Context: an optimization exercise on an open-source flow, tuned for small area and a short achievable clock period. The choices shown serve that exercise and are no tape-out recipe. RTL that was checked went through simulation tests only; none was proved equivalent to the original. Power is estimated from default activity; no workload was simulated.

Setup of the reference run:
==> module sd_cache_ram, before the edit <==
module sd_cache_ram #(
    parameter int DEPTH = 256,
    parameter int AW    = 8,
    parameter int DW    = 16
) (
    input  logic          clk400,
    input  logic          we,
    input  logic [AW-1:0] waddr,
    input  logic [DW-1:0] wdata,
    input  logic          rd_ok,
    input  logic [AW-1:0] raddr,
    output logic [DW-1:0] rdata
);
    logic [DEPTH*DW-1:0] mem;
    for (genvar r = 0; r < DEPTH; r++) begin : g_row
        always_ff @(posedge clk400) begin
            if (we && (waddr == AW'(r))) begin
                mem[r*DW +: DW] <= wdata;
            end
        end
    end
    localparam int NG = 16;
    localparam int NL = DEPTH / NG;
    logic [NL-1:0] lsel;
    logic [NG-1:0] gsel;
    for (genvar j = 0; j < NL; j++) begin : g_lsel
        assign lsel[j] = (raddr[3:0] == 4'(j));
    end
    for (genvar j = 0; j < NG; j++) begin : g_gsel
        assign gsel[j] = (raddr[7:4] == 4'(j));
    end
    logic [DW-1:0] rdata_d;
    for (genvar b = 0; b < DW; b++) begin : g_bit
        logic [NG-1:0] grp;
        for (genvar a = 0; a < NG; a++) begin : g_grp
            logic [NL-1:0] col;
            for (genvar j = 0; j < NL; j++) begin : g_col
                assign col[j] = mem[(a*NL + j)*DW + b];
            end
            assign grp[a] = |(lsel & col);
        end
        assign rdata_d[b] = rd_ok && |(gsel & grp);
    end
    always_ff @(posedge clk400) begin
        rdata <= rdata_d;
    end
endmodule
clock: 3.3 ns
lec_check: 0
cap_margin: 20
core_margin: 2
core_utilization: 65
setup_slack_margin: 1.0
slew_margin: 20
run.sh (not shown) runs the stock make flow with config.mk's settings and CLKGATE_MAP_FILE= SYNTH_SCRIPT=/design/flow/synth_recipe.tcl, a recipe that flattens the netlist after the stock synthesis.
The reference run: flow completed, timing, DRC and antenna clean
Changes in the trial run relative to the reference run:
--- a/flow/design.v
+++ b/flow/design.v
@@ -36,27 +36,30 @@
     for (genvar j = 0; j < NL; j++) begin : g_lsel
         assign lsel[j] = (raddr[3:0] == 4'(j));
     end
     for (genvar j = 0; j < NG; j++) begin : g_gsel
         assign gsel[j] = (raddr[7:4] == 4'(j));
     end
-    logic [DW-1:0] rdata_d;
+    logic [DW-1:0] lo_d, hi_d, lo_q, hi_q;
     for (genvar b = 0; b < DW; b++) begin : g_bit
         logic [NG-1:0] grp;
         for (genvar a = 0; a < NG; a++) begin : g_grp
             logic [NL-1:0] col;
             for (genvar j = 0; j < NL; j++) begin : g_col
                 assign col[j] = mem[(a*NL + j)*DW + b];
             end
             assign grp[a] = |(lsel & col);
         end
-        assign rdata_d[b] = rd_ok && |(gsel & grp);
+        assign lo_d[b] = rd_ok && |(gsel[NG/2-1:0] & grp[NG/2-1:0]);
+        assign hi_d[b] = rd_ok && |(gsel[NG-1:NG/2] & grp[NG-1:NG/2]);
     end
     always_ff @(posedge clk400) begin
-        rdata <= rdata_d;
+        lo_q <= lo_d;
+        hi_q <= hi_d;
     end
+    assign rdata = lo_q | hi_q;
 endmodule
 module sd_sector_cache
 #(
     parameter int DEPTH = sd_cache_pkg::SD_DEPTH,
     parameter int AW    = sd_cache_pkg::SD_AW,
     parameter int DW    = sd_cache_pkg::SD_DW
- In the flow results for the trial run and the reference run, the post-layout net count is larger on the trial run.
- The reference run → the trial run: first-pass GRT wire length rose by 43 mm; simple-gate share of the synthesized area rose by 0.49 points; sequential cell count rose by about 0.4%; weighted congestion at the end of routability-driven global placement fell by 3.0%.
Function was not checked in any run of this note: the RTL went through the layout flow alone.

--- another note on this design; it stands on its own ---

Design sd_sector_cache, start of the top module:
module sd_sector_cache
#(
    parameter int DEPTH = sd_cache_pkg::SD_DEPTH,
    parameter int AW    = sd_cache_pkg::SD_AW,
    parameter int DW    = sd_cache_pkg::SD_DW
) (
    input  logic          clk400,
    input  logic          reset_n,
    input  logic [AW-1:0] casheAddress,
    input  logic [DW-1:0] casheValue,
    input  logic          writeCashe,
    input  logic          releaseSector,
    input  logic          rdReq,
    input  logic [AW-1:0] rdAddr,
    output logic [DW-1:0] rdData,
    output logic          rdValid,
    output logic          rdErr,
    output logic          sectorReady,
    output logic          overflow,
    output logic [AW:0]   fillCount,
    output logic [DW-1:0] checksum,
    output sd_cache_pkg::cache_state_t cacheState
);
    sd_cache_pkg::cache_state_t state;
    logic          wr_accept;
    logic          is_ready;
    always_comb begin
        is_ready  = (state == sd_cache_pkg::READY);
    end
    sd_cache_wen u_wen (
        .wr  (writeCashe),
        .rel (releaseSector),
        .st  (state),
        .we  (wr_accept)
    );
    sd_cache_ram #(
        .DEPTH (DEPTH),
        .AW    (AW),
        .DW    (DW)
    ) u_ram (
        .clk400 (clk400),
        .we     (wr_accept),
        .waddr  (casheAddress),
        .wdata  (casheValue),
        .rd_ok  (sectorReady),
        .raddr  (rdAddr),
        .rdata  (rdData)
    );
    always_ff @(posedge clk400 or negedge reset_n) begin
        if (!reset_n) begin
            state       <= sd_cache_pkg::EMPTY;
            sectorReady <= 1'b0;
            overflow    <= 1'b0;
            fillCount   <= '0;
            rdValid     <= 1'b0;
            rdErr       <= 1'b0;
        end else begin
            rdValid <= rdReq;
            rdErr   <= rdReq && !is_ready;
            case (state)
                sd_cache_pkg::EMPTY: begin
                    if (writeCashe) begin
                        fillCount <= {{AW{1'b0}}, 1'b1};
                        state     <= sd_cache_pkg::FILLING;
                    end
  ...
Size in the first run: about 7600 cells after synthesis, ~84 I/O pins, roughly 160000 sq um of cells after synthesis.
clock: 3.3 ns
lec_check: 0
cap_margin: 20
core_margin: 2
core_utilization: 72
cts_cluster_diameter: 80
cts_cluster_size: 30
gpl_timing_driven: 0
setup_slack_margin: 1.0
slew_margin: 20
synth_hierarchical: 1
tns_end_percent: 5
run.sh (not shown) runs the stock make flow with config.mk's settings and CLKGATE_MAP_FILE= SYNTH_SCRIPT=/design/flow/synth_recipe.tcl, a recipe that flattens the netlist after the stock synthesis.
Next try:
CORE_UTILIZATION = 65   (was 72)
TNS_END_PERCENT = 30   (was 5)
The changed run completed with no timing, DRC or antenna violations.
Design area rose slightly.
Power rose slightly.
Setup slack gets better by 0.085 ns.
Fmax rose by a few percent.
Register-to-register slack gets better by 0.06 ns.
Critical path depth is unchanged.
Via count fell slightly.
Worst hold slack gets worse by 0.026 ns.
Next try:
GPL_TIMING_DRIVEN = unset   (was 0)
TNS_END_PERCENT = 5   (was 30)
Via count went up by 4.9%.
Worst hold slack is worse by 0.058 ns.
Wire length rose by 2.0%.
Critical path depth is higher by 5.
Total power barely changes.
Sequential power barely changes.
Fmax grows by 5.8%.
Register-to-register slack is better by 0.21 ns.
Clock power is higher by about 2%.
Area after synthesis stays the same.
Final cell count is higher by 9.8%.
Next try:
GPL_TIMING_DRIVEN = 0   (was unset)
What happened: The changed run passed the timing, design-rule and antenna checks. Clock power decreases slightly. Power decreases slightly. Sequential share of layout area increases by 5.2 points. Count of clock-buffer cells in the layout decreases by 2.

-- static timing again, ports no longer ideal --
The results above use ideal ports. As a check the final layouts listed here were re-extracted and re-timed, cells and wires unchanged. Step 1 assumes that a clkbuf_16 drives the clock port and a buf_2 every other input. Step 2 adds t to the input delays and takes it off the output delays; t is the mean of the earliest and latest rising clock arrival at the registers after step 1. Input paths then give back, and output paths get back, about the clock's delay inside the block. Slacks: ideal / step 1 / step 2; pairs: ideal / step 1.
run | t, ns | setup WS [ns] | hold WS [ns] | cell pins on the clock port's net
the reference run | 1.058 | 0.414 / 0.448 / -0.610 | 0.048 / -0.010 / 0.514 | 1
the trial run | 1.088 | 0.715 / 0.715 / -0.346 | 0.081 / 0.019 / 0.517 | 1
the first run of note 2 | 0.960 | 0.493 / 0.481 / -0.479 | 0.166 / 0.120 / 0.547 | 1
the second run of note 2 | 0.976 | 0.578 / 0.605 / -0.371 | 0.139 / 0.079 / 0.528 | 1
the third run of note 2 | 0.982 | 0.728 / 0.704 / -0.278 | 0.081 / 0.033 / 0.549 | 1
the fourth run of note 2 | 0.986 | 0.541 / 0.579 / -0.407 | 0.066 / 0.008 / 0.543 | 1
With both steps, setup timing fails in every run listed, where it was met with ideal ports. For the trial run, which loses most, drivers alone change the setup slack by 0.000 ns; drivers and shift together by -1.061 ns.
